What follows belongs to an exercise in optimizing a design on an open flow for small area, a short achievable clock period and few clock cycles per item; a production flow would make more cautious choices.
Function was checked by simulation only, so behaviour that the tests miss may differ from the original.
Power and IR drop assume default switching activity.

--- design.v ---
`default_nettype none
package cpu_pkg;
    typedef logic [32-1:0] word_t;
    typedef logic [12-1:0] addr_t;
    typedef logic [4-1:0] reg_idx_t;
    typedef enum logic [3:0] {
        op_nop = 4'd0,
        op_ld  = 4'd1,
        op_str = 4'd2,
        op_bra = 4'd3,
        op_xor = 4'd4,
        op_add = 4'd5,
        op_rot = 4'd6,
        op_shf = 4'd7,
        op_hlt = 4'd8,
        op_cmp = 4'd9
    } opcode_e;
    typedef enum logic [3:0] {
        cond_always   = 4'd0,
        cond_parity   = 4'd1,
        cond_even     = 4'd2,
        cond_carry    = 4'd3,
        cond_negative = 4'd4,
        cond_zero     = 4'd5,
        cond_no_carry = 4'd6,
        cond_positive = 4'd7
    } cond_e;
    typedef enum logic [2:0] {
        st_restart,
        st_fetch,
        st_decode,
        st_execute,
        st_memory,
        st_writeback,
        st_halted
    } stage_e;
    typedef struct packed {
        opcode_e opcode;
        cond_e   cond;      
        addr_t   addr_hi;   
        addr_t   addr_lo;   
    } instr_t;
    typedef struct packed {
        logic  en;
        logic  write;
        addr_t addr;
        word_t wdata;
    } mem_req_t;
    typedef struct packed {
        logic zero;
        logic negative;
        logic even;
        logic parity;
        logic carry;
    } flags_t;
    function automatic logic is_alu_op(opcode_e op);
        logic alu;
        case (op)
            4'd4, 4'd5, 4'd6, 4'd7, 4'd9: alu = 1'b1;   
            default: alu = 1'b0;
        endcase
        is_alu_op = alu;
    endfunction
endpackage
`default_nettype wire
`default_nettype none
module cpu_regfile (
    input  wire logic                     clk,
    input  wire logic                     wr_en,
    input  wire cpu_pkg::reg_idx_t        wr_idx,
    input  wire cpu_pkg::word_t           wr_data,
    input  wire cpu_pkg::reg_idx_t        rd_idx_a,
    input  wire cpu_pkg::reg_idx_t        rd_idx_b,
    output cpu_pkg::word_t                rd_data_a,
    output cpu_pkg::word_t                rd_data_b
);
    cpu_pkg::word_t regs [16];
    logic [16-1:0] rd_sel_a, rd_sel_b;
    always_ff @(posedge clk)
    begin
        if (wr_en)
        begin
            regs[wr_idx] <= wr_data;
        end
    end
    always_comb
    begin
        rd_sel_a  = 16'(1) << rd_idx_a;
        rd_sel_b  = 16'(1) << rd_idx_b;
        rd_data_a = '0;
        rd_data_b = '0;
        for (int i = 0; i < 16; i++)
        begin
            rd_data_a = rd_data_a | ({32{rd_sel_a[i]}} & regs[i]);
            rd_data_b = rd_data_b | ({32{rd_sel_b[i]}} & regs[i]);
        end
    end
endmodule
`default_nettype wire
`default_nettype none
module cpu_alu (
    input  wire cpu_pkg::word_t op1,
    input  wire cpu_pkg::word_t op2,       
    input  wire logic           s_xor,
    input  wire logic           s_add,
    input  wire logic           s_cmp,
    input  wire logic           s_rot,
    input  wire logic           s_shf,
    output cpu_pkg::word_t      result,
    output logic                carry,
    output logic                zero,
    output logic [7:0]          nib_par
);
    logic [3:0]           amt;
    logic                 left;
    logic [3:0]           m;
    logic [32:0] sum;
    cpu_pkg::word_t       x;
    cpu_pkg::word_t       r1, r2, r4, rot;
    cpu_pkg::word_t       mask;
    cpu_pkg::word_t       bmask;
    cpu_pkg::word_t       rmask;
    logic [32:0] shl;
    cpu_pkg::word_t       t, o;
    logic                 z_add;
    always_comb
    begin
        amt  = op1[3:0];
        left = op1[4];
        sum  = {1'b0, op1} + {1'b0, op2};
        x    = left ? {op2[16:0], op2[31:17]} : op2;
        m    = amt ^ {4{left}};
        r1   = m[0] ? {x[0], x[31:1]}     : x;
        r2   = m[1] ? {r1[1:0], r1[31:2]} : r1;
        r4   = m[2] ? {r2[3:0], r2[31:4]} : r2;
        rot  = m[3] ? {r4[7:0], r4[31:8]} : r4;
        mask  = left ? ({32{1'b1}} << amt) : ({32{1'b1}} >> amt);
        bmask = left ? ({32{1'b1}} >> amt) : ({32{1'b1}} << amt);
        rmask = s_rot ? {32{1'b1}} : (s_shf ? mask : '0);
        shl  = {1'b0, op2} << amt;           
        result = ({32{s_xor}} & (op1 ^ op2))
               | ({32{s_add}} & sum[32-1:0])
               | ({32{s_cmp}} & ~sum[32-1:0])
               | (rot & rmask);
        carry  = (s_add & sum[32]) | (s_shf & left & shl[32]);
        t     = op1 ^ op2;
        o     = op1 | op2;
        z_add = ~t[0] & (t[32-1:1] == o[32-2:0]);
        zero  = (s_xor & (t == '0))
              | (s_add & z_add)
              | (s_cmp & (op1 == '0))
              | (s_rot & (op2 == '0))
              | (s_shf & ((op2 & bmask) == '0));
        for (int i = 0; i < 8; i++)
        begin
            nib_par[i] = ^result[4*i +: 4];
        end
    end
endmodule
`default_nettype wire
`default_nettype none
module cpu_status (
    input  wire cpu_pkg::flags_t flags,
    input  wire logic [7:0]      cond_hot,
    output logic                 branch_taken
);
    logic [7:0] hold;
    always_comb
    begin
        hold[0] = 1'b1;                               
        hold[1] = flags.parity;                       
        hold[2] = flags.even;                         
        hold[3] = flags.carry;                        
        hold[4] = flags.negative;                     
        hold[5] = flags.zero;                         
        hold[6] = ~flags.carry;                       
        hold[7] = ~(flags.negative | flags.zero);     
        branch_taken = |(hold & cond_hot);
    end
endmodule
`default_nettype wire
`default_nettype none
module cpu_control (
    input  wire logic                    clk,
    input  wire logic                    reset,
    input  wire cpu_pkg::word_t          rdata,
    output cpu_pkg::mem_req_t            mem_req,
    output cpu_pkg::reg_idx_t            rd_idx_a,
    output cpu_pkg::reg_idx_t            rd_idx_b,
    input  wire cpu_pkg::word_t          rd_data_a,
    input  wire cpu_pkg::word_t          rd_data_b,
    output logic                         wr_en,
    output cpu_pkg::reg_idx_t            wr_idx,
    output cpu_pkg::word_t               wr_data,
    output cpu_pkg::word_t               op1,
    output cpu_pkg::word_t               op2,
    output logic                         s_xor,
    output logic                         s_add,
    output logic                         s_cmp,
    output logic                         s_rot,
    output logic                         s_shf,
    input  wire cpu_pkg::word_t          alu_result,
    input  wire logic                    alu_carry,
    input  wire logic                    alu_zero,
    input  wire logic [7:0]              alu_nib_par,
    output cpu_pkg::flags_t              flags,         
    output cpu_pkg::flags_t              alu_flags,     
    output logic [7:0]                   cond_hot,      
    input  wire logic                    taken_now,     
    input  wire logic                    taken_alu      
);
    logic              q_en;
    logic              q_wr;
    logic              q_ld;
    cpu_pkg::addr_t    q_addr;
    logic              halted;
    cpu_pkg::addr_t    fpc;       
    logic              f_v;       
    logic              e_v;
    logic              e_ld;
    logic              e_str;
    logic              e_bra;
    logic              e_hlt;
    logic              e_alu;
    logic              e_go;      
    logic              e_late;    
    cpu_pkg::reg_idx_t e_dest;    
    cpu_pkg::reg_idx_t e_aidx;
    logic              e_areg;    
    logic              e_breg;    
    logic [7:0]        e_cond_hot;
    logic              pend;
    cpu_pkg::reg_idx_t pdest;
    cpu_pkg::flags_t   flags_q;
    logic [7:0]        par_nib;
    cpu_pkg::instr_t d;
    logic       d_ld, d_str, d_bra, d_hlt;
    logic       d_xor, d_add, d_rot, d_shf, d_cmp, d_alu;
    logic       a_imm;
    logic       b_reg;
    logic [7:0] d_cond_hot;
    logic       byp_a, byp_b, fix_a, fix_b;
    cpu_pkg::word_t op1_d, op2_d;
    logic       e_ok, e_wr, do_hlt, late, d_v, advance, q_fetch;
    cpu_pkg::addr_t fpc_next;
    logic       n_v, n_ok, n_ld, n_str, n_bra, n_go, n_late, halted_next;
    logic [7:0] n_cond_hot;
    cpu_pkg::addr_t n_hi, n_lo;
    cpu_pkg::flags_t flags_next, flags_now;
    always_comb
    begin
        d     = cpu_pkg::instr_t'(rdata);
        d_ld  = (d.opcode == cpu_pkg::op_ld);
        d_str = (d.opcode == cpu_pkg::op_str);
        d_bra = (d.opcode == cpu_pkg::op_bra);
        d_hlt = (d.opcode == cpu_pkg::op_hlt);
        d_xor = (d.opcode == cpu_pkg::op_xor);
        d_add = (d.opcode == cpu_pkg::op_add);
        d_rot = (d.opcode == cpu_pkg::op_rot);
        d_shf = (d.opcode == cpu_pkg::op_shf);
        d_cmp = (d.opcode == cpu_pkg::op_cmp);
        d_alu = d_xor | d_add | d_rot | d_shf | d_cmp;
        a_imm = d.cond[3] | d_ld | d_bra;
        b_reg = d_alu & ~d_cmp & ~d.cond[2];
        d_cond_hot = d.cond[3] ? 8'd0 : (8'd1 << d.cond[2:0]);
        rd_idx_a = d.addr_hi[4-1:0];
        rd_idx_b = d.addr_lo[4-1:0];
    end
    always_comb
    begin
        e_ok    = e_v & ~pend & ~halted;
        e_wr    = e_ok & e_alu;
        do_hlt  = e_ok & e_hlt;
        late    = e_ok & e_late & ^par_nib;
        d_v     = f_v & ~(e_go & e_ok) & ~late;
        advance = ~pend;
        q_fetch = q_en & ~q_wr & ~q_ld;
        fpc_next = q_fetch ? q_addr + 1'b1 : fpc;
        byp_a = e_wr & (e_dest == d.addr_hi[4-1:0]);
        byp_b = e_wr & (e_dest == d.addr_lo[4-1:0]);
        fix_a = pend & e_areg & (e_aidx == pdest);
        fix_b = pend & e_breg & (e_dest == pdest);
        op1_d = ({32{advance & ~a_imm & ~byp_a}} & rd_data_a)
              | ({32{advance & byp_a & ~a_imm}} & alu_result)
              | ({32{advance & a_imm}} & {{(32-12){1'b0}}, d.addr_hi})
              | ({32{fix_a}} & rdata);
        op2_d = ({32{advance & b_reg & ~byp_b}} & rd_data_b)
              | ({32{advance & byp_b & b_reg}} & alu_result)
              | ({32{advance & d_str}} & {{(32-12){1'b0}}, d.addr_lo})
              | {32{advance & d_cmp}}
              | ({32{fix_b}} & rdata);
        halted_next = halted | do_hlt;
        n_v   = advance ? d_v : e_v;
        n_ok  = n_v & ~q_ld & ~halted_next;    
        n_ld  = n_ok & (advance ? d_ld : e_ld);
        n_str = n_ok & (advance ? d_str : e_str);
        n_bra = n_ok & (advance ? d_bra : e_bra);
        n_cond_hot = advance ? d_cond_hot : e_cond_hot;
        n_hi  = advance ? d.addr_hi : op1[12-1:0];
        n_lo  = advance ? d.addr_lo : op2[12-1:0];
        n_late = n_cond_hot[1] & e_wr;
        alu_flags.zero     = alu_zero;
        alu_flags.negative = alu_result[32-1];
        alu_flags.even     = ~alu_result[0];
        alu_flags.carry    = alu_carry;
        alu_flags.parity   = 1'b0;               
        flags_now          = flags_q;
        flags_now.parity   = ^par_nib;
        flags_next         = e_wr ? alu_flags : flags_now;
        n_go = n_bra & ~n_late & (e_wr ? taken_alu : taken_now);
    end
    assign cond_hot = n_cond_hot;
    assign flags    = flags_now;
    assign mem_req  = {q_en, q_wr, q_addr, op1};   
    assign wr_en   = e_wr | pend;
    assign wr_idx  = pend ? pdest : e_dest;
    assign wr_data = pend ? rdata : alu_result;
    always_ff @(posedge clk)
    begin
        if (reset)
        begin
            q_en   <= 1'b0;
            q_wr   <= 1'b0;
            q_ld   <= 1'b0;
            q_addr <= cpu_pkg::addr_t'(3);
            halted <= 1'b0;
            fpc    <= cpu_pkg::addr_t'(3);
            f_v    <= 1'b0;
            e_v    <= 1'b0;
            e_go   <= 1'b0;
            e_late <= 1'b0;
            pend   <= 1'b0;
        end
        else
        begin
            halted <= halted_next;
            fpc    <= fpc_next;
            f_v    <= q_fetch & ~late;
            pend   <= q_ld;
            q_en   <= ~halted_next;
            q_wr   <= ~late & n_str;
            q_ld   <= ~late & n_ld;
            if (late)
            begin
                q_addr <= op1[12-1:0];
            end
            else if (n_go | n_ld)
            begin
                q_addr <= n_hi;
            end
            else if (n_str)
            begin
                q_addr <= n_lo;
            end
            else
            begin
                q_addr <= fpc_next;
            end
            if (advance)
            begin
                e_v <= d_v;
            end
            e_go   <= n_go;
            e_late <= n_bra & n_late;
        end
    end
    always_ff @(posedge clk)
    begin
        if (q_ld)
        begin
            pdest <= e_dest;
        end
        if (advance)
        begin
            e_ld   <= d_ld;
            e_str  <= d_str;
            e_bra  <= d_bra;
            e_hlt  <= d_hlt;
            e_alu  <= d_alu;
            s_xor  <= d_xor;
            s_add  <= d_add;
            s_rot  <= d_rot;
            s_shf  <= d_shf;
            s_cmp  <= d_cmp;
            e_cond_hot <= d_cond_hot;
            e_dest <= d.addr_lo[4-1:0];
            e_aidx <= d.addr_hi[4-1:0];
            e_areg <= ~a_imm;
            e_breg <= b_reg;
        end
        if (advance | fix_a)
        begin
            op1 <= op1_d;
        end
        if (advance | fix_b)
        begin
            op2 <= op2_d;
        end
    end
    always_ff @(posedge clk)
    begin
        if (reset)
        begin
            flags_q <= 5'b10100;    
            par_nib <= '0;
        end
        else
        begin
            flags_q <= flags_next;
            if (e_wr)
            begin
                par_nib <= alu_nib_par;
            end
        end
    end
endmodule
`default_nettype wire
`default_nettype none
module cpu_top (
    input  wire logic              clk,
    input  wire logic              reset,
    input  wire cpu_pkg::word_t    rdata,
    output cpu_pkg::mem_req_t      mem_req
);
    cpu_pkg::reg_idx_t rd_idx_a;
    cpu_pkg::reg_idx_t rd_idx_b;
    cpu_pkg::word_t    rd_data_a;
    cpu_pkg::word_t    rd_data_b;
    logic              wr_en;
    cpu_pkg::reg_idx_t wr_idx;
    cpu_pkg::word_t    wr_data;
    cpu_pkg::word_t    op1;
    cpu_pkg::word_t    op2;
    logic              s_xor, s_add, s_cmp, s_rot, s_shf;
    cpu_pkg::word_t    alu_result;
    logic              alu_carry;
    logic              alu_zero;
    logic [7:0]        alu_nib_par;
    cpu_pkg::flags_t   flags;
    cpu_pkg::flags_t   alu_flags;
    logic              taken_alu;
    logic [7:0]        cond_hot;
    logic              branch_taken;
    cpu_control i_cpu_control (
        .clk          (clk),
        .reset        (reset),
        .rdata        (rdata),
        .mem_req      (mem_req),
        .rd_idx_a     (rd_idx_a),
        .rd_idx_b     (rd_idx_b),
        .rd_data_a    (rd_data_a),
        .rd_data_b    (rd_data_b),
        .wr_en        (wr_en),
        .wr_idx       (wr_idx),
        .wr_data      (wr_data),
        .op1          (op1),
        .op2          (op2),
        .s_xor        (s_xor),
        .s_add        (s_add),
        .s_cmp        (s_cmp),
        .s_rot        (s_rot),
        .s_shf        (s_shf),
        .alu_result   (alu_result),
        .alu_carry    (alu_carry),
        .alu_zero     (alu_zero),
        .alu_nib_par  (alu_nib_par),
        .flags        (flags),
        .alu_flags    (alu_flags),
        .cond_hot     (cond_hot),
        .taken_now    (branch_taken),
        .taken_alu    (taken_alu)
    );
    cpu_regfile i_cpu_regfile (
        .clk       (clk),
        .wr_en     (wr_en),
        .wr_idx    (wr_idx),
        .wr_data   (wr_data),
        .rd_idx_a  (rd_idx_a),
        .rd_idx_b  (rd_idx_b),
        .rd_data_a (rd_data_a),
        .rd_data_b (rd_data_b)
    );
    cpu_alu i_cpu_alu (
        .op1    (op1),
        .op2    (op2),
        .s_xor  (s_xor),
        .s_add  (s_add),
        .s_cmp  (s_cmp),
        .s_rot  (s_rot),
        .s_shf  (s_shf),
        .result (alu_result),
        .carry  (alu_carry),
        .zero   (alu_zero),
        .nib_par(alu_nib_par)
    );
    cpu_status i_cpu_status (
        .flags        (flags),
        .cond_hot     (cond_hot),
        .branch_taken (branch_taken)
    );
    cpu_status i_cpu_status_alu (
        .flags        (alu_flags),
        .cond_hot     (cond_hot),
        .branch_taken (taken_alu)
    );
endmodule
`default_nettype wire
--- flow/run.sh ---
#!/bin/bash
set -euo pipefail
bash standard.sh SETUP_SLACK_MARGIN=6 finish > standard.log 2>&1
--- standard.sh ---
#!/bin/bash
# synth_recipe.tcl (not shown) runs the flow's synth.tcl, then flattens the netlist and writes it again
# the make line also repeats each setting of config.mk as NAME=value (left out here)
make -C /OpenROAD-flow-scripts/flow DESIGN_CONFIG=/design/flow/config.mk WORK_HOME=/design/flow/orfs CLKGATE_MAP_FILE= SYNTH_SCRIPT=/design/flow/synth_recipe.tcl "${@:-finish}"
--- config.mk ---
export PLATFORM = sky130hd
export DESIGN_NAME = cpu_top
export DESIGN_NICKNAME = cpu_top
export VERILOG_FILES = /design/flow/design.v
export SDC_FILE = /design/flow/constraint.sdc
export NUM_CORES = 4
export LEC_CHECK = 0
export CAP_MARGIN = 20
export CORE_MARGIN = 2
export CORE_UTILIZATION = 65
export CTS_BUF_LIST = sky130_fd_sc_hd__clkbuf_8 sky130_fd_sc_hd__clkbuf_4
export PLACE_DENSITY = 0.75
export SLEW_MARGIN = 20
--- constraint.sdc ---
create_clock -name core_clock -period 10.0 [get_ports {clk}]
set_input_delay 2.0000 -clock core_clock [delete_from_list [all_inputs] [get_ports {clk}]]
set_output_delay 2.0000 -clock core_clock [all_outputs]
set_load 0.01 [all_outputs]
==> flow_summary.toml, run 1 <==
[sta]
hold_viol = 0
finalSetupTns_ps = 0
rsz0062_at_grt = "true"
slew_headroom_pct = -3.71
setup_viol = 0
skew_ps = 69.1
final.period_utilization_pct = 44.9
tightestPinTransition_ps = 1510
max_freq_mhz = 223
drv_slew = 2
period_needed_ps = 4490

[yosys]
synth.area.top_cells = "edfxtp_1 50%, a221oi_1 5.8%, a22o_1 5.3%"
yosys.area.top_type_share_pct = 49.9
ys_types = 89
synth_top_area_cell = "edfxtp_1"
synth_edf_count = 597
synth_mux_area_share_pct = 6.29
syn_inst = 3132
synth_fp_nets = 3233
synth_compound_area_share_pct = 22.6
synth_top_family_by_area = "compound AO/OA/AOI/OAI gates"
synth-adder-area-share_pct = 2.36
async_reset_ff_share_pct = 0
ys_ff_latch = 653
synthSimpleGateAreaFrac_pct = 9.41
synth_area_um2 = 35900
seq_area_frac_synth_pct = 53.1
yosys-top-cells-count = "597 x edfxtp_1, 238 x a221oi_1, 237 x clkbuf_1, 219 x a22o_1, 218 x nor2_1"
post-synth-top-count-cell = "edfxtp_1"
ys.flop_type = "edfxtp_1"
syn_avg_cell_area_um2 = 11.5
synth_xor_area_share_pct = 2.09
yosysWarnings = 4

[clock_network]
h-tree-depth = 3
cts_buffer_depth = 3
root_buffer = "clkbuf_8"
cts_tree = "yes"
cts.sinks = 653
clk_latency_ps = 750
clk_pin_slew_worst_paths_ps = 70
ctsHoldBuffers = 0
numCtsBuffers = 99

[placement]
io_buffers = 79
dp_hpwl_um = 87200
place_congestion = 1.16

[detailed_routing]
drt_wl_total_um = 151000
vias = 33000
route.detailed.drc = 0
wl_per_cell_um = 37.7
dr.pass1.iters = 12
ant_nets = 0
drtIter0Drc = 6384
via_per_inst = 8.23

[critical_path]
crit_path_start = "i_cpu_control.op1[1]"
cp.arrival_ps = 4910
rrSetupSlack_ps = 5510
crit_path_start_kind = "register"
worstPathRequired_ps = 10420
crit_fanout = 23
crit_end = "i_cpu_regfile.regs[3][9]"
reg2reg_depth = 11
crit_type = "reg -> reg"
rr_endpoint = "i_cpu_regfile.regs[3][9]"
cp-end-kind = "register"
r2r-start = "i_cpu_control.op1[1]"

[run_status]
status = "finished with violations"
so.violations = "max-capacitance violations, max-slew violations"

[global_routing]
grt.overflow.total = 0
antenna_found_initial = 9
grt_pass1_wl_um = 215000
grt_usage_pct = 52.7
grt_pass1_vias = 31600
grt_max_degree = 70

[floorplan]
core-area_um2 = 54900
row_count = 86
die_w_um = 239
die_area_um2 = 57100
boundaryPins = 80
start_util_pct = 65.4
die_h_um = 239

[finish]
drive_gt1_share_pct = 20.4
fill_cells = 3523
nets = 3333
syn2layout_area_growth_pct = 16.1

[worst_hold_path]
hold_path.startpoint = "i_cpu_control.e_ld"
whs_path_depth = 2
worstHoldPathType = "reg -> reg"

[power]
powerDensity_nw_per_um2 = 170
ir_drop_mv = 0.203
totalPowerFinal_mw = 7.08
power.leakage_nw = 14.4

[flow_run]
max-cap-violations = 1
-- cell usage in the layout, fill, tap and decap left out, drive strengths merged, types with 8 or more instances in the layout --
| cell | instances |
|---|---|
| a211o | 8 |
| a21oi | 163 |
| edfxtp | 597 |
| clkbuf | 143 |
| dfxtp | 56 |
| a31oi | 11 |
| nor3 | 54 |
| nor2b | 20 |
| mux2i | 77 |
| xor2 | 43 |
| nand2 | 156 |
| buf | 196 |
| a221oi | 240 |
| mux4 | 43 |
| nor4 | 29 |
| or2 | 11 |
| clkinv | 34 |
| nor2 | 218 |
| and2 | 10 |
| o21a | 9 |
| a22o | 219 |
| nand4 | 95 |
| o22ai | 20 |
| ha | 66 |
| clkdlybuf4s50 | 61 |
| a21o | 18 |
| a211oi | 52 |
| o211ai | 13 |
| o21ai | 148 |
| mux2 | 46 |
| xnor2 | 40 |
| nand2b | 22 |
| inv | 97 |
| a221o | 10 |
| and3 | 21 |
| a22oi | 100 |
| nand3 | 37 |
-- flip-flops by register name, indices dropped and copies added (netlist names), 8 cells and up --
register / cells
i_cpu_regfile.regs: 512
i_cpu_control.op1: 32
i_cpu_control.op2: 32
i_cpu_control.fpc: 12
i_cpu_control.q_addr: 12
i_cpu_control.e_cond_hot: 8
i_cpu_control.par_nib: 8
-- worst max-delay path: stages, from the launching register on --
cell and delay (ps):
edfxtp_1 480, buf_12 190, buf_4 180, buf_12 170
xnor2_1 170, buf_4 310, nor2_1 80, a21oi_1 200
mux2i_1 180, mux2i_1 1190, a22oi_2 400, a21oi_2 600
-- cell type report --
| class | instances | area, µm² | share of cell area [%] |
|---|---|---|---|
| Clock inverter | 40 | 352 | 0.844 |
| Multi-Input combinational cell | 2105 | 16700 | 40.1 |
| Sequential cell | 653 | 19000 | 45.7 |
| Clock buffer | 134 | 1640 | 3.94 |
| Timing Repair Buffer | 276 | 2620 | 6.28 |
| Inverter | 97 | 403 | 0.967 |
| Tap cell | 704 | 881 | 2.11 |
| Antenna cell | 5 | 12.5 | 0.0300 |
-- metrics by stage --
| step | std cells | instance area [µm²] | hold slack, ps | setup slack (ps) | utilization (%) |
|---|---|---|---|---|---|
| 2_1_floorplan | 3132 | 36000 | 414 | 5730 | - |
| 3_3_place_gp | 3719 | 37500 | 434 | 4590 | 68.3 |
| 3_5_place_dp | 3719 | 37500 | 443 | 4520 | 68.3 |
| 4_1_cts | 3973 | 40900 | 458 | 5870 | 74.4 |
| 5_1_grt | 4010 | 41700 | 511 | 5440 | 75.9 |
| 6_report | 4014 | 41700 | 483 | 5510 | 76.0 |
-- metal layers --
metal | vias to the layer above | share of wire (%) | global-route usage, %
met4 | 8 | 10 | 40.8
met1 | 15400 | 31 | 62.3
met2 | 3687 | 40 | 73.4
li1 | 12800 | - | -
met5 | - | 0.041 | 0
met3 | 1188 | 18 | 25.9
-- power by group --
| group | switching (mW) | internal [mW] |
|---|---|---|
| Combinational | 1.06 | 0.569 |
| Sequential | 0.0525 | 3.13 |
| Clock | 1.06 | 1.20 |
| Total | 2.18 | 4.90 |
-- cell families (layout without fill, tap and decap cells) --
group                    Yosys count  in the layout
AO/OA/AOI/OAI                   1087           1087
AND/OR/NAND/NOR                  701            701
flip-flops                       653            653
buffers and inverters            376            547
multiplexers                     164            166
XOR/XNOR                          84             84
adder cells (fa/ha/maj)           67             67
other                              0              5
-- worst min path at each step --
stage | to
after floorplan | i_cpu_control.e_ld
after global placement | i_cpu_control.e_ld
after detailed placement | i_cpu_control.e_ld
after CTS | i_cpu_control.e_ld
after global routing | i_cpu_control.e_cond_hot[6]
final | i_cpu_control.e_ld
-- timing repair --
action	in CTS	in global routing
pin swaps	13	36
setup endpoints to repair	589	472
cloned	6	3
resized for setup	189	119
buffers inserted	74	32
Testbench counts, summed over its fixed seeds: cycles 35,456, instructions 25,803.
==> run 2, diff against run 1 <==
--- a/design.v
+++ b/design.v
@@ -103,2 +103,4 @@
     input  wire cpu_pkg::word_t op2,       
+    input  wire logic [3:0]     rot_m,     
+    input  wire logic           rot_left,  
     input  wire logic           s_xor,
@@ -110,4 +112,3 @@
     output logic                carry,
-    output logic                zero,
-    output logic [7:0]          nib_par
+    output logic                zero
 );
@@ -130,4 +131,4 @@
         sum  = {1'b0, op1} + {1'b0, op2};
-        x    = left ? {op2[16:0], op2[31:17]} : op2;
-        m    = amt ^ {4{left}};
+        x    = rot_left ? {op2[16:0], op2[31:17]} : op2;
+        m    = rot_m;
         r1   = m[0] ? {x[0], x[31:1]}     : x;
@@ -153,6 +154,2 @@
               | (s_shf & ((op2 & bmask) == '0));
-        for (int i = 0; i < 8; i++)
-        begin
-            nib_par[i] = ^result[4*i +: 4];
-        end
     end
@@ -196,2 +193,4 @@
     output cpu_pkg::word_t               op2,
+    output logic [3:0]                   rot_m,
+    output logic                         rot_left,
     output logic                         s_xor,
@@ -204,3 +203,2 @@
     input  wire logic                    alu_zero,
-    input  wire logic [7:0]              alu_nib_par,
     output cpu_pkg::flags_t              flags,         
@@ -231,2 +229,5 @@
     logic [7:0]        e_cond_hot;
+    logic              wb_v;
+    cpu_pkg::reg_idx_t wb_dest;
+    cpu_pkg::word_t    wb_res;
     logic              pend;
@@ -234,3 +235,4 @@
     cpu_pkg::flags_t   flags_q;
-    logic [7:0]        par_nib;
+    logic              par_q;
+    logic              par_now;
     cpu_pkg::instr_t d;
@@ -241,6 +243,6 @@
     logic [7:0] d_cond_hot;
-    logic       byp_a, byp_b, fix_a, fix_b;
+    logic       byp_a, byp_b, wbp_a, wbp_b, fix_a, fix_b;
     cpu_pkg::word_t op1_d, op2_d;
     logic       e_ok, e_wr, do_hlt, late, d_v, advance, q_fetch;
-    cpu_pkg::addr_t fpc_next;
+    cpu_pkg::addr_t fpc_next, req_addr;
     logic       n_v, n_ok, n_ld, n_str, n_bra, n_go, n_late, halted_next;
@@ -273,3 +275,4 @@
         do_hlt  = e_ok & e_hlt;
-        late    = e_ok & e_late & ^par_nib;
+        par_now = wb_v ? ^wb_res : par_q;
+        late    = e_ok & e_late & par_now;
         d_v     = f_v & ~(e_go & e_ok) & ~late;
@@ -277,16 +280,22 @@
         q_fetch = q_en & ~q_wr & ~q_ld;
-        fpc_next = q_fetch ? q_addr + 1'b1 : fpc;
+        fpc_next = q_fetch ? req_addr + 1'b1 : fpc;
         byp_a = e_wr & (e_dest == d.addr_hi[4-1:0]);
         byp_b = e_wr & (e_dest == d.addr_lo[4-1:0]);
+        wbp_a = wb_v & (wb_dest == d.addr_hi[4-1:0]) & ~byp_a;
+        wbp_b = wb_v & (wb_dest == d.addr_lo[4-1:0]) & ~byp_b;
         fix_a = pend & e_areg & (e_aidx == pdest);
         fix_b = pend & e_breg & (e_dest == pdest);
-        op1_d = ({32{advance & ~a_imm & ~byp_a}} & rd_data_a)
+        op1_d = ({32{advance & ~a_imm & ~byp_a & ~wbp_a}} & rd_data_a)
               | ({32{advance & byp_a & ~a_imm}} & alu_result)
+              | ({32{advance & wbp_a & ~a_imm}} & wb_res)
               | ({32{advance & a_imm}} & {{(32-12){1'b0}}, d.addr_hi})
-              | ({32{fix_a}} & rdata);
-        op2_d = ({32{advance & b_reg & ~byp_b}} & rd_data_b)
+              | ({32{fix_a}} & rdata)
+              | ({32{~advance & ~fix_a}} & op1);
+        op2_d = ({32{advance & b_reg & ~byp_b & ~wbp_b}} & rd_data_b)
               | ({32{advance & byp_b & b_reg}} & alu_result)
+              | ({32{advance & wbp_b & b_reg}} & wb_res)
               | ({32{advance & d_str}} & {{(32-12){1'b0}}, d.addr_lo})
               | {32{advance & d_cmp}}
-              | ({32{fix_b}} & rdata);
+              | ({32{fix_b}} & rdata)
+              | ({32{~advance & ~fix_b}} & op2);
         halted_next = halted | do_hlt;
@@ -307,3 +316,3 @@
         flags_now          = flags_q;
-        flags_now.parity   = ^par_nib;
+        flags_now.parity   = par_now;
         flags_next         = e_wr ? alu_flags : flags_now;
@@ -313,6 +322,7 @@
     assign flags    = flags_now;
-    assign mem_req  = {q_en, q_wr, q_addr, op1};   
-    assign wr_en   = e_wr | pend;
-    assign wr_idx  = pend ? pdest : e_dest;
-    assign wr_data = pend ? rdata : alu_result;
+    assign req_addr = e_go ? op1[12-1:0] : q_addr;
+    assign mem_req  = {q_en, q_wr, req_addr, op1};   
+    assign wr_en   = wb_v | pend;
+    assign wr_idx  = pend ? pdest : wb_dest;
+    assign wr_data = pend ? rdata : wb_res;
     always_ff @(posedge clk)
@@ -332,2 +342,3 @@
             pend   <= 1'b0;
+            wb_v   <= 1'b0;
         end
@@ -339,2 +350,3 @@
             pend   <= q_ld;
+            wb_v   <= e_wr;
             q_en   <= ~halted_next;
@@ -346,3 +358,3 @@
             end
-            else if (n_go | n_ld)
+            else if (n_ld)
             begin
@@ -372,2 +384,4 @@
         end
+        wb_dest <= e_dest;
+        wb_res  <= alu_result;
         if (advance)
@@ -390,10 +404,6 @@
         end
-        if (advance | fix_a)
-        begin
-            op1 <= op1_d;
-        end
-        if (advance | fix_b)
-        begin
-            op2 <= op2_d;
-        end
+        op1 <= op1_d;
+        op2 <= op2_d;
+        rot_m    <= op1_d[3:0] ^ {4{op1_d[4]}};
+        rot_left <= op1_d[4];
     end
@@ -404,3 +414,3 @@
             flags_q <= 5'b10100;    
-            par_nib <= '0;
+            par_q   <= 1'b0;
         end
@@ -409,6 +419,3 @@
             flags_q <= flags_next;
-            if (e_wr)
-            begin
-                par_nib <= alu_nib_par;
-            end
+            par_q   <= par_now;
         end
@@ -433,2 +440,4 @@
     cpu_pkg::word_t    op2;
+    logic [3:0]        rot_m;
+    logic              rot_left;
     logic              s_xor, s_add, s_cmp, s_rot, s_shf;
@@ -437,3 +446,2 @@
     logic              alu_zero;
-    logic [7:0]        alu_nib_par;
     cpu_pkg::flags_t   flags;
@@ -457,2 +465,4 @@
         .op2          (op2),
+        .rot_m        (rot_m),
+        .rot_left     (rot_left),
         .s_xor        (s_xor),
@@ -465,3 +475,2 @@
         .alu_zero     (alu_zero),
-        .alu_nib_par  (alu_nib_par),
         .flags        (flags),
@@ -485,2 +494,4 @@
         .op2    (op2),
+        .rot_m  (rot_m),
+        .rot_left (rot_left),
         .s_xor  (s_xor),
@@ -492,4 +503,3 @@
         .carry  (alu_carry),
-        .zero   (alu_zero),
-        .nib_par(alu_nib_par)
+        .zero   (alu_zero)
     );
==> flow/run.sh (replaced) <==
#!/bin/bash
set -euo pipefail
bash standard.sh SETUP_SLACK_MARGIN=6 "BUFFER_PORTS_ARGS=-buffer_cell sky130_fd_sc_hd__buf_2" finish > standard.log 2>&1
==> config.mk (replaced) <==
export PLATFORM = sky130hd
export DESIGN_NAME = cpu_top
export DESIGN_NICKNAME = cpu_top
export VERILOG_FILES = /design/flow/design.v
export SDC_FILE = /design/flow/constraint.sdc
export NUM_CORES = 4
export LEC_CHECK = 0
export CAP_MARGIN = 40
export CORE_MARGIN = 2
export CORE_UTILIZATION = 40
export CTS_BUF_LIST = sky130_fd_sc_hd__clkbuf_8 sky130_fd_sc_hd__clkbuf_16
export CTS_CLUSTER_DIAMETER = 60
export CTS_CLUSTER_SIZE = 20
export SLEW_MARGIN = 40
==> run 2 against run 1 <==
The run now finishes clean. Maximum frequency grew 10%. Die area up 64%. Synthesized cell count is 4.0% higher. Worst hold slack worse by 9.5 ps. Combinational power decreased by 7%. Clock power grew 7%. Critical endpoint is now i_cpu_control.op2[28]. Largest power group unchanged. Highest routed layer unchanged.
==> flow_summary.toml, run 2 <==
[sta]
timing.hold.ws_ps = 474
setup_ws_ps = 5940
tightestPinTransition_ps = 900
final.period_utilization_pct = 40.6
skew_ps = 27.9
hold_viol = 0
max_freq_mhz = 246
period_needed_ps = 4060
rsz0062_at_grt = "true"
setup_viol = 0
drv_slew = 0
finalSetupTns_ps = 0
slew_headroom_pct = 39.4

[yosys]
ys_types = 86
synth-adder-area-share_pct = 2.28
synth_top_area_cell = "edfxtp_1"
synth_compound_area_share_pct = 22.2
synth_edf_count = 533
synth_top_family_by_area = "compound AO/OA/AOI/OAI gates"
synth.area.top_cells = "edfxtp_1 44%, dfxtp_1 8.4%, a221oi_1 4.5%"
yosys.area.top_type_share_pct = 43.9
synthSimpleGateAreaFrac_pct = 9.60
ys_ff_latch = 687
synth_xor_area_share_pct = 2.18
seq_area_frac_synth_pct = 52.3
yosysWarnings = 4
ys.flop_type = "edfxtp_1"
synth_area_um2 = 36500
syn_avg_cell_area_um2 = 11.2
post-synth-top-count-cell = "edfxtp_1"
synth_fp_nets = 3355
synth_mux_area_share_pct = 7.34
syn_inst = 3256
async_reset_ff_share_pct = 0
yosys-top-cells-count = "533 x edfxtp_1, 245 x nor2_1, 203 x clkbuf_1, 186 x a221oi_1, 184 x a22oi_1"

[detailed_routing]
dr.pass1.iters = 8
route.detailed.drc = 0
ant_nets = 0
drt_wl_total_um = 159000
drtIter0Drc = 4909
via_per_inst = 7.04
vias = 31400
wl_per_cell_um = 35.5

[placement]
dp_worst_setup_slack_ps = 5140
dp_cells = 4355
dpl_cell_area_um2 = 38600
place_congestion = 1.08
dp_hpwl_um = 98800
io_buffers = 79

[finish]
nets = 3343
layout_commonest_cell = "edfxtp_1"
mostFrequentLayoutCells = "533 x edfxtp_1, 202 x nor2_1, 185 x a221oi_1, 184 x a22oi_1, 175 x a22o_1"
drive_gt1_share_pct = 16.4
syn2layout_area_growth_pct = 12.3
final_area_um2 = 41000
largest_reg_flops = 512
top_register = "i_cpu_regfile.regs"
fin_cells = 4464
finish.utilization_pct = 45.4

[critical_path]
cp.arrival_ps = 4590
path_cells = "clkbuf_4 > nand2_2 > nor2_4 > buf_4 > a22o_1 > a221oi_1 > nand4_1 > mux2_2 > a221o_1"
crit_fanout = 32
critical-path-top-delay-family = "compound AO/OA/AOI/OAI gates"
worstPathRequired_ps = 10530
slowest_delay_ps = 410
cp-end-kind = "register"
slowest_stage = "mux2_2"
crit_path_start_kind = "input port"
cp_num_buf_inv = 2
crit_type = "in -> reg"

[floorplan]
die_area_um2 = 93700
die_w_um = 306
core-area_um2 = 90300
boundaryPins = 80
row_count = 110
die_h_um = 306
start_util_pct = 40.4

[clock_network]
cts.sinks = 687
numCtsBuffers = 56
root_buffer = "clkbuf_16"
clk_pin_slew_worst_paths_ps = 80
cts_buffer_depth = 3
clk_latency_ps = 650
cts_tree = "yes"
h-tree-depth = 2
ctsHoldBuffers = 0

[global_routing]
antenna_found_initial = 4
grt_usage_pct = 32.7
grt_pass1_vias = 29700
grt.overflow.total = 0
grt_max_degree = 64
grt_pass1_wl_um = 221000

[run_status]
status = "finished clean"

[power]
powerDensity_nw_per_um2 = 177
ir_drop_mv = 0.127
power.leakage_nw = 14.4
totalPowerFinal_mw = 7.27

[worst_hold_path]
worstHoldPathType = "reg -> reg"

[flow_run]
max-cap-violations = 0
run 2: path summary, 6_finish.rpt:
| kind | startpoint | to | slack [ps] | cells past startpoint |
|---|---|---|---|---|
| setup / recovery | rdata[1] | i_cpu_control.op2[28] | 5940 | 9 |
| hold / removal | i_cpu_control.fpc[0] | i_cpu_control.fpc[0] | 470 | 1 |
| setup reg to reg | i_cpu_control.op2[6] | i_cpu_control.op2[23] | 6070 | 12 |
| hold reg to reg | i_cpu_control.fpc[0] | i_cpu_control.fpc[0] | 470 | 1 |
run 2: cell families after synthesis:
logic type	count (synthesis)
compound gates	1068
simple gates	746
flops	687
buf+inv	385
mux	213
xor+xnor	91
fa+ha+maj	66
run 2: layout make-up:
class	instances	area, µm²
repair buffers	200	1400
clock inverters	42	544
well taps	1176	1470
fillers	8280	49300
clock buffers	57	1430
flip-flops and latches	687	19100
inverters	115	444
diodes	3	7.51
multi-input cells	2184	16600
run 2: metal layers:
| metal | routed length, µm | track usage (%) | part of all wire (%) | up-vias |
|---|---|---|---|---|
| li1 | - | - | - | 12900 |
| met1 | 59400 | 42.6 | 37 | 15400 |
| met2 | 66700 | 47.7 | 42 | 2531 |
| met3 | 20600 | 9.48 | 13 | 608 |
| met4 | 11900 | 20.6 | 7.5 | 2 |
| met5 | 18 | 0 | 0.011 | - |
run 2: what timing repair did:
item / CTS / global route
buffers inserted: 4 / 1
setup endpoints to repair: 78 / 53
cloned: 0 / 1
gates resized for setup: 31 / 56
pin swaps: 2 / 9
run 2: worst register-to-register path, cell delays in order (launching register included):
cell,delay (ps)
dfxtp_1,580
buf_4,270
inv_1,60
ha_1,450
nor2_1,160
a221o_1,370
a31oi_2,290
nor4_4,120
o31ai_1,380
a211oi_1,140
a2111oi_1,460
o21ai_2,200
a221o_1,360
run 2: where the power goes:
group,switching [mW],internal [mW],leakage (nW),total (mW)
Combinational,1.03,0.481,7.23,1.51
Sequential,0.114,3.24,6.17,3.35
Clock,1.16,1.25,0.970,2.41
Testbench counts of run 2, summed over its fixed seeds: cycles 35,456, instructions 25,803.
==> run 3, diff against run 2 <==
==> flow/run.sh (replaced) <==
#!/bin/bash
set -euo pipefail
bash standard.sh SETUP_SLACK_MARGIN=6.5 "BUFFER_PORTS_ARGS=-buffer_cell sky130_fd_sc_hd__buf_2" finish > standard.log 2>&1
==> run 3 against run 2 <==
Still clean. Sequential cell count unchanged. Combinational power is 18% higher. Via count is 6.6% higher. Sequential power about the same. Critical path type is now reg -> out.
==> flow_summary.toml, run 3 <==
[finish]
fin_cells = 4642
drive_gt1_share_pct = 26.3
syn2layout_area_growth_pct = 23.6
largest_reg_flops = 512
nets = 3534
layout_commonest_cell = "edfxtp_1"
top_register = "i_cpu_regfile.regs"
multi_input_area_um2 = 17900
fill_cells = 7848
mostFrequentLayoutCells = "533 x edfxtp_1, 209 x buf_4, 184 x a22oi_1, 181 x nor2_1, 174 x a22o_1"
final_area_um2 = 45100
regArea_um2 = 19200

[detailed_routing]
drt_wl_total_um = 175000
dr.pass1.iters = 6
via_per_inst = 7.22
route.detailed.drc = 0
drtIter0Drc = 6417
vias = 33500
ant_nets = 0
wl_per_cell_um = 37.7

[floorplan]
start_util_pct = 40.4
die_area_um2 = 93700
die_h_um = 306
die_w_um = 306
row_count = 110
core-area_um2 = 90300
boundaryPins = 80

[power]
p_int_mw = 4.98
totalPowerFinal_mw = 7.33
power.leakage_nw = 16.1
p_sw_mw = 2.36
clock_power_share_pct = 29.8
powerDensity_nw_per_um2 = 163
ir_drop_mv = 0.161
p_comb_share_pct = 24.3
switching_share_pct = 32.1
p_seq_share_pct = 45.9

[global_routing]
grt_max_degree = 66
grt_pass1_vias = 30100
grt.overflow.total = 0
grt_usage_pct = 33.8
grt_pass1_wl_um = 228000
antenna_found_initial = 3

[critical_path]
worstPathRequired_ps = 8000
cp.arrival_ps = 1650
crit_path_start_kind = "register"
r2r-start = "i_cpu_control.op1[17]"
crit_path_start = "i_cpu_control.e_go"
crit_type = "reg -> out"
crit_fanout = 8
cp-end-kind = "output port"

[yosys]
yosysWarnings = 4
ys_types = 86
synth_edf_count = 533
yosys.area.top_type_share_pct = 43.9
ys_ff_latch = 687
ys.flop_type = "edfxtp_1"
yosys-top-cells-count = "533 x edfxtp_1, 245 x nor2_1, 203 x clkbuf_1, 186 x a221oi_1, 184 x a22oi_1"
syn_inst = 3256
seq_area_frac_synth_pct = 52.3
synth_fp_nets = 3355
synth.area.top_cells = "edfxtp_1 44%, dfxtp_1 8.4%, a221oi_1 4.5%"
post-synth-top-count-cell = "edfxtp_1"
synth_top_area_cell = "edfxtp_1"
async_reset_ff_share_pct = 0
synth_area_um2 = 36500
syn_avg_cell_area_um2 = 11.2

[sta]
period_needed_ps = 3650
finalSetupTns_ps = 0
max_freq_mhz = 274
setup_viol = 0
skew_ps = 85.5
final.period_utilization_pct = 36.5
slew_headroom_pct = 32.2
tightestPinTransition_ps = 988
drv_slew = 0
rsz0062_at_grt = "true"
hold_viol = 0

[flow_run]
max-cap-violations = 0

[clock_network]
cts_buffer_depth = 3
numCtsBuffers = 50
clk_latency_ps = 660
cts.sinks = 687
ctsHoldBuffers = 0
clk_pin_slew_worst_paths_ps = 80
root_buffer = "clkbuf_16"
h-tree-depth = 2
cts_tree = "yes"

[placement]
io_buffers = 79
place_congestion = 1.06
dpl_cell_area_um2 = 38900
dp_hpwl_um = 97200
dp_cells = 4340

[run_status]
status = "finished clean"

[worst_hold_path]
hold_path.startpoint = "i_cpu_control.flags_q[2]"
worstHoldPathType = "reg -> reg"
[run 3: cell counts after synthesis]
No cell type changed its count.
[run 3: area by class of cell]
cell class | instances | share of cell area (%)
inverter | 115 | 1.01
sequential | 687 | 42.5
tap | 1176 | 3.26
clock inverter | 30 | 0.890
timing repair buffer | 397 | 9.82
clock buffer | 52 | 2.88
multi-input combinational | 2184 | 39.7
antenna | 1 | 0.00555
[run 3: cell families after synthesis]
| group | Yosys count | share of synthesized area (%) |
|---|---|---|
| compound gates | 1068 | 22.2 |
| xor+xnor | 91 | 2.18 |
| fa+ha+maj | 66 | 2.28 |
| buf+inv | 385 | 4.10 |
| flops | 687 | 52.3 |
| mux | 213 | 7.34 |
| simple gates | 746 | 9.60 |
[run 3: power by group through the flow]
| stage | logic (mW) | clock network [mW] | registers (mW) |
|---|---|---|---|
| floorplan | 0.902 | 0 | 3.36 |
| global placement | 1.42 | 0 | 3.42 |
| detailed placement | 1.42 | 0 | 3.41 |
| CTS | 1.57 | 2.20 | 3.35 |
| global route | 1.82 | 2.30 | 3.36 |
| finish | 1.78 | 2.18 | 3.37 |
[run 3: worst paths after layout]
kind,endpoint,slack (ps),cells after the start
max,mem_req[32],6350,3
min,i_cpu_control.flags_q[2],470,1
max reg2reg,i_cpu_control.op2[28],6460,11
min reg2reg,i_cpu_control.flags_q[2],470,1
[run 3: metal layers]
layer	wire [µm]	track usage (%)	vias to the layer above
li1	-	-	13300
met1	61900	43.9	16300
met2	72500	49.7	3148
met3	26500	10.3	808
met4	14100	20.1	6
met5	77	0	-
[run 3: timing repair]
action | 4_1_cts | 5_1_grt
setup endpoints to repair | 110 | 81
resized for setup | 279 | 216
cloned | 8 | 30
pin swaps | 37 | 83
buffers inserted | 70 | 110
[run 3: stage by stage]
| step | util [%] | hold slack, ps | setup slack (ps) |
|---|---|---|---|
| 2_1_floorplan | - | 421 | 6330 |
| 3_3_place_gp | 43.0 | 449 | 5000 |
| 3_5_place_dp | 43.1 | 452 | 4960 |
| 4_1_cts | 47.1 | 470 | 6340 |
| 5_1_grt | 50.0 | 493 | 6320 |
| 6_report | 50.0 | 470 | 6350 |
[run 3: critical path, stage by stage (launching register included)]
cell     delay (ps)
dfxtp_4         370
buf_12          160
mux2_4          340
buf_6           130
==> run 4, diff against run 3 <==
==> config.mk (replaced) <==
export PLATFORM = sky130hd
export DESIGN_NAME = cpu_top
export DESIGN_NICKNAME = cpu_top
export VERILOG_FILES = /design/flow/design.v
export SDC_FILE = /design/flow/constraint.sdc
export NUM_CORES = 4
export LEC_CHECK = 0
export CAP_MARGIN = 30
export CORE_MARGIN = 2
export CORE_UTILIZATION = 40
export CTS_BUF_LIST = sky130_fd_sc_hd__clkbuf_16
export CTS_CLUSTER_DIAMETER = 80
export CTS_CLUSTER_SIZE = 30
export SLEW_MARGIN = 30
==> run 4 against run 3 <==
Total power shrank 8.8%. Maximum frequency shrank 0.68%. Global-route usage shrank 0.47 points. Core utilization shrank 1.5 points. Wire length shrank 2.9%. Critical path depth is the same. Combinational power shrank 3%. Worst hold slack gained 16 ps. Highest routed layer unchanged. Synthesized area is the same. Critical path type unchanged. Design area shrank 3.1%.
==> flow_summary.toml, run 4 <==
[run_status]
status = "finished clean"

[sta]
hold_viol = 0
max_freq_mhz = 272
skew_ps = 49.4
finalSetupTns_ps = 0
tightestPinTransition_ps = 1040
final.period_utilization_pct = 36.8
slew_headroom_pct = 29.7
drv_slew = 0
period_needed_ps = 3680
rsz0062_at_grt = "true"
setup_viol = 0

[floorplan]
start_util_pct = 40.4
core-area_um2 = 90300
boundaryPins = 80
die_area_um2 = 93700
die_w_um = 306
row_count = 110
die_h_um = 306

[global_routing]
grt_usage_pct = 33.3
antenna_found_initial = 3
grt_pass1_wl_um = 225000
grt_use_met1_pct = 43.2
grt_busiest_layer = "met2"
grt_use_met2_pct = 49.1
grtUsageMet3_pct = 10.6
grt_pass1_vias = 29800
grt.overflow.total = 0
grt_max_degree = 66

[detailed_routing]
dr.pass1.iters = 7
drt_wl_total_um = 170000
route.detailed.drc = 0
wl_per_cell_um = 37.1
via_per_inst = 7.18
vias = 32900
ant_nets = 0
drtIter0Drc = 5664

[yosys]
synth.area.top_cells = "edfxtp_1 44%, dfxtp_1 8.4%, a221oi_1 4.5%"
synth_compound_area_share_pct = 22.2
synth_top_area_cell = "edfxtp_1"
synth_fp_nets = 3355
yosys-top-cells-count = "533 x edfxtp_1, 245 x nor2_1, 203 x clkbuf_1, 186 x a221oi_1, 184 x a22oi_1"
synth_mux_area_share_pct = 7.34
synth_area_um2 = 36500
yosys.area.top_type_share_pct = 43.9
yosysWarnings = 4
synth_xor_area_share_pct = 2.18
ys.flop_type = "edfxtp_1"
syn_inst = 3256
syn_avg_cell_area_um2 = 11.2
ys_types = 86
synth_edf_count = 533
async_reset_ff_share_pct = 0
ys_ff_latch = 687
post-synth-top-count-cell = "edfxtp_1"
synthSimpleGateAreaFrac_pct = 9.60
synth_top_family_by_area = "compound AO/OA/AOI/OAI gates"
synth-adder-area-share_pct = 2.28
seq_area_frac_synth_pct = 52.3

[critical_path]
crit_type = "reg -> out"
cp.arrival_ps = 1680
worstPathRequired_ps = 8000
rrSetupSlack_ps = 6480
slowest_delay_ps = 370
crit_path_start_kind = "register"
path_cells = "buf_6 > mux2_4 > buf_6"
slowest_stage = "dfxtp_2"
crit_path_frequent_cell = "buf_6"
crit_fanout = 15
cp-end-kind = "output port"

[flow_run]
max-cap-violations = 0

[clock_network]
cts_tree = "yes"
root_buffer = "clkbuf_16"
clk_pin_slew_worst_paths_ps = 120
cts.sinks = 687
numCtsBuffers = 31
clk_latency_ps = 690
cts_buffer_depth = 3
h-tree-depth = 1

[placement]
dp_hpwl_um = 97100
place_congestion = 1.06
dp_cells = 4339
dpl_cell_area_um2 = 38800
io_buffers = 79

[finish]
drive_gt1_share_pct = 24.1
top_register = "i_cpu_regfile.regs"
syn2layout_area_growth_pct = 19.8
mostFrequentLayoutCells = "533 x edfxtp_1, 191 x buf_4, 187 x nor2_1, 183 x a22oi_1, 174 x a22o_1"
largest_reg_flops = 512
fin_cells = 4578
nets = 3479
layout_commonest_cell = "edfxtp_1"
final_area_um2 = 43700

[power]
ir_drop_mv = 0.176
powerDensity_nw_per_um2 = 153
power.leakage_nw = 15.5

[worst_hold_path]
worstHoldPathType = "reg -> reg"
run 4: what timing repair did:
action,CTS,global route
setup buffers,48,110
hold buffers,0,0
gates resized for setup,280,174
cloned,5,21
endpoints found under the setup margin,117,83
pin swaps,32,64
run 4: cell type report:
class / count / area [µm²]
fillers: 7989 / 46500
flip-flops and latches: 687 / 19200
multi-input cells: 2184 / 17700
repair buffers: 361 / 3890
well taps: 1176 / 1470
clock buffers: 31 / 776
inverters: 115 / 457
clock inverters: 20 / 250
diodes: 4 / 10.0
run 4: critical path, delay by kind of cell, from the launching register on:
| kind | cells | cell delay, ps |
|---|---|---|
| mux | 1 | 310 |
| flops | 1 | 370 |
| buf+inv | 2 | 320 |
run 4: report_power, final:
part | total, mW | switching, mW | internal, mW
logic | 1.72 | 1.10 | 0.617
registers | 3.36 | 0.125 | 3.24
clock network | 1.61 | 0.976 | 0.632
total | 6.69 | 2.20 | 4.49
run 4: worst paths after layout:
kind,startpoint,depth (start not counted),endpoint
worst min register to register,i_cpu_control.flags_q[2],1,i_cpu_control.flags_q[2]
worst max-delay path,i_cpu_control.op1[0],3,mem_req[32]
worst min-delay path,i_cpu_control.flags_q[2],1,i_cpu_control.flags_q[2]
worst max register to register,i_cpu_control.wb_res[17],9,i_cpu_control.q_addr[5]
run 4: logic make-up after synthesis:
group           Yosys count
simple gates            746
xor+xnor                 91
flops                   687
compound gates         1068
buf+inv                 385
mux                     213
fa+ha+maj                66
run 4: routing by layer:
layer,part of all wire [%],vias up,wire (µm)
li1,-,13200,-
met1,36,15900,61300
met2,42,3002,70900
met3,15,782,24900
met4,7.5,2,12800
met5,0.0077,-,13
run 4: per-stage QoR:
stage                     hold WS (ps)  setup slack (ps)  power [mW]  utilization [%]
after floorplan                    421              6330        4.26                -
after global placement             449              5000        4.83             43.0
after detailed placement           452              4980        4.84             43.0
after CTS                          481              6310        6.52             46.0
after global routing               505              6300        6.84             48.4
final                              487              6320        6.69             48.4
==> run 5, diff against run 4 <==
--- a/config.mk
+++ b/config.mk
@@ -11,4 +11,4 @@
 export CTS_BUF_LIST = sky130_fd_sc_hd__clkbuf_16
-export CTS_CLUSTER_DIAMETER = 80
-export CTS_CLUSTER_SIZE = 30
+export CTS_CLUSTER_DIAMETER = 70
+export CTS_CLUSTER_SIZE = 24
 export SLEW_MARGIN = 30
==> run 5 against run 4 <==
Synthesized area unchanged. Global-route usage up 0.40 points. Total power up 4.3%. Via count up 0.37%. Cell count up 0.31%. Sequential power about the same. Design area up 0.94%. Non-clock buffer count down 5. Largest power group unchanged.
==> flow_summary.toml, run 5 <==
[run_status]
status = "finished clean"

[sta]
slew_headroom_pct = 31.1
timing.hold.ws_ps = 470
tightestPinTransition_ps = 1030
max_freq_mhz = 274
skew_ps = 79.3
setup_viol = 0
drv_slew = 0
hold_viol = 0
period_needed_ps = 3660
rsz0062_at_grt = "true"
final.period_utilization_pct = 36.6
finalSetupTns_ps = 0

[critical_path]
path_cells = "buf_6 > mux2_4 > buf_6"
worstPathRequired_ps = 8000
critical-path-top-delay-family = "flip-flops"
cp_num_buf_inv = 2
cp.arrival_ps = 1660
crit_fanout = 15
cp_num_cells = 3
crit_type = "reg -> out"
reg2reg_depth = 15
cp-end-kind = "output port"
slowest_delay_ps = 370
crit_path_start_kind = "register"
crit_path_frequent_cell = "buf_6"
slowest_stage = "dfxtp_2"

[yosys]
ys_ff_latch = 687
ys.flop_type = "edfxtp_1"
synth_top_area_cell = "edfxtp_1"
synth_area_um2 = 36500
syn_inst = 3256
synth_edf_count = 533
ys_types = 86
yosys-top-cells-count = "533 x edfxtp_1, 245 x nor2_1, 203 x clkbuf_1, 186 x a221oi_1, 184 x a22oi_1"
synth_fp_nets = 3355
synth.area.top_cells = "edfxtp_1 44%, dfxtp_1 8.4%, a221oi_1 4.5%"
async_reset_ff_share_pct = 0
yosysWarnings = 4
post-synth-top-count-cell = "edfxtp_1"
yosys.area.top_type_share_pct = 43.9
syn_avg_cell_area_um2 = 11.2
seq_area_frac_synth_pct = 52.3

[detailed_routing]
via_per_inst = 7.18
dr.pass1.iters = 7
drt_wl_total_um = 171000
drtIter0Drc = 5937
vias = 33000
ant_nets = 0
wl_per_cell_um = 37.2
route.detailed.drc = 0

[finish]
layout_commonest_cell = "edfxtp_1"
syn2layout_area_growth_pct = 21.0
mostFrequentLayoutCells = "533 x edfxtp_1, 185 x nor2_1, 183 x a22oi_1, 183 x buf_4, 175 x a22o_1"
finish.utilization_pct = 48.9
top_register = "i_cpu_regfile.regs"
nets = 3484
fill_cells = 7946
largest_reg_flops = 512
drive_gt1_share_pct = 24.5

[floorplan]
die_h_um = 306
row_count = 110
die_w_um = 306
die_area_um2 = 93700
core-area_um2 = 90300
start_util_pct = 40.4
boundaryPins = 80

[worst_hold_path]
worstHoldPathType = "reg -> reg"
whs_path_depth = 1

[placement]
place_congestion = 1.06
io_buffers = 79
dp_hpwl_um = 97100

[clock_network]
clk_pin_slew_worst_paths_ps = 100
h-tree-depth = 2
numCtsBuffers = 41
cts_buffer_depth = 3
cts.sinks = 687
root_buffer = "clkbuf_16"
cts_tree = "yes"
clk_latency_ps = 640

[global_routing]
grt_pass1_vias = 30200
grt_pass1_wl_um = 227000
antenna_found_initial = 5
grt.overflow.total = 0
grt_max_degree = 66
grt_usage_pct = 33.7

[flow_run]
max-cap-violations = 0

[power]
power.leakage_nw = 15.7
powerDensity_nw_per_um2 = 158
ir_drop_mv = 0.169
[run 5: final cells by class]
type / count / area (µm²) / share of cell area (%)
inverters: 115 / 458 / 1.04
multi-input cells: 2184 / 17800 / 40.3
well taps: 1176 / 1470 / 3.33
clock buffers: 43 / 1080 / 2.44
flip-flops and latches: 687 / 19200 / 43.4
repair buffers: 356 / 3910 / 8.85
diodes: 8 / 20.0 / 0.0453
clock inverters: 23 / 259 / 0.587
[run 5: cell families (layout without fill, tap and decap cells)]
logic type               Yosys count  in the layout  share of synthesized area, %
AND/OR/NAND/NOR                  746            746                          9.60
multiplexers                     213            213                          7.34
XOR/XNOR                          91             91                          2.18
other                              0              8                             0
buffers and inverters            385            537                          4.10
flip-flops                       687            687                          52.3
adder cells (fa/ha/maj)           66             66                          2.28
AO/OA/AOI/OAI                   1068           1068                          22.2
[run 5: worst paths after layout]
path	from	endpoint	slack, ps
worst max-delay path	i_cpu_control.op1[0]	mem_req[32]	6340
worst min-delay path	i_cpu_control.flags_q[2]	i_cpu_control.flags_q[2]	470
worst max register to register	i_cpu_control.op1[4]	i_cpu_control.wb_res[24]	6510
worst min register to register	i_cpu_control.flags_q[2]	i_cpu_control.flags_q[2]	470
[run 5: metrics by stage]
step / worst slack [ps] / cells / power [mW] / instance area, µm²
final: 6340 / 4592 / 6.98 / 44200
after detailed placement: 4980 / 4339 / 4.84 / 38800
after global routing: 6330 / 4584 / 7.13 / 44100
after CTS: 6330 / 4473 / 6.81 / 42100
after floorplan: 6330 / 3256 / 4.26 / 37400
after global placement: 5000 / 4338 / 4.83 / 38800
[run 5: what timing repair did]
action                     in CTS  in global routing
setup endpoints to repair     112                 84
pin swaps                      32                 69
resized for setup             292                182
buffers inserted               61                 90
hold buffers                    0                  0
gates cloned                    7                 21
hold endpoints to repair        0                  0
[run 5: where the power goes]
part | internal [mW] | total [mW] | switching, mW
Combinational | 0.627 | 1.74 | 1.11
Clock | 0.842 | 1.88 | 1.03
Sequential | 3.24 | 3.37 | 0.129
[run 5: layer usage]
metal | share of wire, % | global-route usage (%)
met1 | 36 | 43.7
met2 | 42 | 49.8
met3 | 15 | 10.5
met4 | 7.3 | 19.1
met5 | 0.14 | 0.879
==> run 6, diff against run 5 <==
--- a/design.v
+++ b/design.v
@@ -191,3 +191,3 @@
     output cpu_pkg::word_t               wr_data,
-    output cpu_pkg::word_t               op1,
+    output cpu_pkg::word_t               op1,           
     output cpu_pkg::word_t               op2,
@@ -226,2 +226,10 @@
     cpu_pkg::reg_idx_t e_aidx;
+    logic              e_fwd_a;   
+    logic              e_fwd_b;   
+    cpu_pkg::word_t    op1_q;
+    cpu_pkg::word_t    op2_q;
+    logic [3:0]        rot_m_q;
+    logic              rot_left_q;
+    logic [3:0]        wb_m;      
+    logic              wb_left;
     logic              e_areg;    
@@ -283,8 +291,7 @@
         byp_b = e_wr & (e_dest == d.addr_lo[4-1:0]);
-        wbp_a = wb_v & (wb_dest == d.addr_hi[4-1:0]) & ~byp_a;
-        wbp_b = wb_v & (wb_dest == d.addr_lo[4-1:0]) & ~byp_b;
+        wbp_a = wb_v & (wb_dest == d.addr_hi[4-1:0]);
+        wbp_b = wb_v & (wb_dest == d.addr_lo[4-1:0]);
         fix_a = pend & e_areg & (e_aidx == pdest);
         fix_b = pend & e_breg & (e_dest == pdest);
-        op1_d = ({32{advance & ~a_imm & ~byp_a & ~wbp_a}} & rd_data_a)
-              | ({32{advance & byp_a & ~a_imm}} & alu_result)
+        op1_d = ({32{advance & ~a_imm & ~wbp_a}} & rd_data_a)
               | ({32{advance & wbp_a & ~a_imm}} & wb_res)
@@ -292,5 +299,4 @@
               | ({32{fix_a}} & rdata)
-              | ({32{~advance & ~fix_a}} & op1);
-        op2_d = ({32{advance & b_reg & ~byp_b & ~wbp_b}} & rd_data_b)
-              | ({32{advance & byp_b & b_reg}} & alu_result)
+              | ({32{~advance & ~fix_a}} & op1_q);
+        op2_d = ({32{advance & b_reg & ~wbp_b}} & rd_data_b)
               | ({32{advance & wbp_b & b_reg}} & wb_res)
@@ -299,3 +305,3 @@
               | ({32{fix_b}} & rdata)
-              | ({32{~advance & ~fix_b}} & op2);
+              | ({32{~advance & ~fix_b}} & op2_q);
         halted_next = halted | do_hlt;
@@ -307,4 +313,4 @@
         n_cond_hot = advance ? d_cond_hot : e_cond_hot;
-        n_hi  = advance ? d.addr_hi : op1[12-1:0];
-        n_lo  = advance ? d.addr_lo : op2[12-1:0];
+        n_hi  = advance ? d.addr_hi : op1_q[12-1:0];
+        n_lo  = advance ? d.addr_lo : op2_q[12-1:0];
         n_late = n_cond_hot[1] & e_wr;
@@ -322,3 +328,7 @@
     assign flags    = flags_now;
-    assign req_addr = e_go ? op1[12-1:0] : q_addr;
+    assign op1      = e_fwd_a ? wb_res : op1_q;
+    assign op2      = e_fwd_b ? wb_res : op2_q;
+    assign rot_m    = e_fwd_a ? wb_m : rot_m_q;
+    assign rot_left = e_fwd_a ? wb_left : rot_left_q;
+    assign req_addr = e_go ? op1_q[12-1:0] : q_addr;
     assign mem_req  = {q_en, q_wr, req_addr, op1};   
@@ -356,3 +366,3 @@
             begin
-                q_addr <= op1[12-1:0];
+                q_addr <= op1_q[12-1:0];
             end
@@ -386,2 +396,4 @@
         wb_res  <= alu_result;
+        wb_m    <= alu_result[3:0] ^ {4{alu_result[4]}};
+        wb_left <= alu_result[4];
         if (advance)
@@ -404,6 +416,11 @@
         end
-        op1 <= op1_d;
-        op2 <= op2_d;
-        rot_m    <= op1_d[3:0] ^ {4{op1_d[4]}};
-        rot_left <= op1_d[4];
+        op1_q <= op1_d;
+        op2_q <= op2_d;
+        rot_m_q    <= op1_d[3:0] ^ {4{op1_d[4]}};
+        rot_left_q <= op1_d[4];
+        if (advance)
+        begin
+            e_fwd_a <= byp_a & ~a_imm;
+            e_fwd_b <= byp_b & b_reg;
+        end
     end
==> config.mk (replaced) <==
export PLATFORM = sky130hd
export DESIGN_NAME = cpu_top
export DESIGN_NICKNAME = cpu_top
export VERILOG_FILES = /design/flow/design.v
export SDC_FILE = /design/flow/constraint.sdc
export NUM_CORES = 4
export LEC_CHECK = 0
export CAP_MARGIN = 40
export CORE_MARGIN = 2
export CORE_UTILIZATION = 40
export CTS_BUF_LIST = sky130_fd_sc_hd__clkbuf_8 sky130_fd_sc_hd__clkbuf_16
export CTS_CLUSTER_DIAMETER = 60
export CTS_CLUSTER_SIZE = 20
export SLEW_MARGIN = 40
==> run 6 against run 5 <==
Still clean on timing, DRC and antenna. Total power rose by 9.6%. Die area rose by 1.8%. Register-to-register slack got worse by 530 ps.
==> flow_summary.toml, run 6 <==
[critical_path]
rr_endpoint = "i_cpu_control.e_go"
reg2reg_depth = 14
slowest_delay_ps = 440
crit_type = "reg -> out"
rrSetupSlack_ps = 5980

[global_routing]
grt.overflow.total = 0
grt_usage_pct = 33.8
grt_pass1_wl_um = 229000
grt_max_degree = 76

[detailed_routing]
vias = 33200
drt_wl_total_um = 169000
wl_per_cell_um = 35.5
drtIter0Drc = 5362
via_per_inst = 6.97

[power]
ir_drop_mv = 0.160
powerDensity_nw_per_um2 = 166
power.leakage_nw = 16.4

[yosys]
post-synth-top-count-cell = "edfxtp_1"
synth_area_um2 = 37200
synth_fp_nets = 3398
yosysWarnings = 4
syn_avg_cell_area_um2 = 11.3
syn_inst = 3299
synth_top_area_cell = "edfxtp_1"
ys_types = 88

[sta]
rsz0062_at_grt = "true"
setup_viol = 0
max_freq_mhz = 244
drv_slew = 0
final.period_utilization_pct = 41.0
timing.hold.ws_ps = 480

[worst_hold_path]
whs_endpoint = "i_cpu_control.fpc[0]"
hold_path.startpoint = "i_cpu_control.fpc[0]"
worstHoldPathType = "reg -> reg"
whs_path_depth = 2

[placement]
dp_hpwl_um = 101000
io_buffers = 79
place_congestion = 1.07

[clock_network]
cts_tree = "yes"
cts.sinks = 693
root_buffer = "clkbuf_16"
cts_buffer_depth = 3
numCtsBuffers = 52

[finish]
nets = 3588

[flow_run]
max-cap-violations = 0

[floorplan]
boundaryPins = 80
start_util_pct = 40.5
row_count = 111

[run_status]
status = "finished clean"
[run 6: cell count changes after synthesis, moves of 20 or more]
| cell | before | now |
|---|---|---|
| a22oi_1 | 184 | 258 |
| o21ai_0 | 69 | 134 |
| mux2i_1 | 101 | 157 |
| nor2_1 | 245 | 200 |
| nand2_1 | 173 | 135 |
| o211ai_1 | 53 | 18 |
| nand3_1 | 73 | 106 |
| a22o_1 | 175 | 149 |
| clkbuf_1 | 203 | 179 |
| mux4_2 | 28 | 4 |
| a211oi_1 | 36 | 16 |
[run 6: worst max-delay path, delay by kind of cell (launching register included)]
family | cells | cell delay [ps]
buf+inv | 5 | 680
mux | 1 | 300
flops | 1 | 440
[run 6: logic make-up (layout without fill, tap and decap cells)]
logic type / Yosys count / in the layout / share of synthesized area [%]
AO/OA/AOI/OAI: 1050 / 1050 / 21.0
AND/OR/NAND/NOR: 719 / 719 / 9.55
flip-flops: 693 / 693 / 51.7
buffers and inverters: 383 / 605 / 4.31
multiplexers: 288 / 289 / 8.81
XOR/XNOR: 101 / 101 / 2.38
adder cells (fa/ha/maj): 65 / 65 / 2.21
other: 0 / 3 / 0
[run 6: stage by stage]
| step | std cells | worst slack [ps] | cell area, µm² | util, % | power, mW |
|---|---|---|---|---|---|
| 2_1_floorplan | 3299 | 6280 | 37600 | - | 4.40 |
| 3_3_place_gp | 4432 | 4960 | 39200 | 42.7 | 5.04 |
| 3_5_place_dp | 4433 | 5020 | 39300 | 42.8 | 5.04 |
| 4_1_cts | 4636 | 5950 | 43500 | 47.4 | 7.34 |
| 5_1_grt | 4765 | 5920 | 46000 | 50.1 | 7.83 |
| 6_report | 4768 | 5900 | 46000 | 50.2 | 7.65 |
[run 6: worst max path at each step]
stage                     slack, ps                   endpoint                   from
after global placement         4960         i_cpu_control.e_go  i_cpu_control.e_fwd_a
final                          5900                mem_req[11]  i_cpu_control.e_fwd_a
after detailed placement       5020   i_cpu_control.rot_m_q[1]              rdata[14]
after floorplan                6280  i_cpu_regfile.regs[10][0]     i_cpu_control.pend
after global routing           5920                mem_req[11]  i_cpu_control.e_fwd_a
after CTS                      5950                 mem_req[2]  i_cpu_control.e_fwd_a
[run 6: what timing repair did]
item                       4_1_cts  5_1_grt
cloned                          10        9
resized for setup              358      330
setup buffers                  106      120
setup endpoints to repair      164      149
pin swaps                       23       74
[run 6: metal layers]
| metal | part of all wire, % | GRT usage (%) | vias to the layer above |
|---|---|---|---|
| met4 | 7.7 | 20.5 | 10 |
| met1 | 37 | 43.5 | 16300 |
| li1 | - | - | 13400 |
| met3 | 13 | 9.92 | 723 |
| met5 | 0.035 | 0.910 | - |
| met2 | 42 | 50.1 | 2748 |
[run 6: layout make-up]
type                            instances  area, µm²  area share (%)
Antenna cell                            3       7.51          0.0163
Clock buffer                           54       1340            2.91
Timing Repair inverter                  1       8.76          0.0190
Inverter                              106        433           0.940
Timing Repair Buffer                  411       4180            9.07
Multi-Input combinational cell       2224      18900            41.1
Tap cell                             1243       1560            3.38
Clock inverter                         33        337           0.731
Sequential cell                       693      19300            41.8
[run 6: where the power goes]
group / leakage (nW) / internal, mW / total, mW / switching, mW
Sequential: 6.23 / 3.28 / 3.48 / 0.198
Clock: 0.820 / 1.03 / 2.15 / 1.12
Combinational: 9.31 / 0.744 / 2.02 / 1.28
Total: 16.4 / 5.06 / 7.65 / 2.60
Testbench counts of run 6, summed over its fixed seeds: cycles 35,456, instructions 25,803.

Check on run 6: ideal ports give 5.895 ns setup slack; a clkbuf_16 on the clock port and buf_2 on the inputs give 5.829 ns; moving port delays by the midpoint clock arrival (0.730 ns) as well gives 5.735 ns.
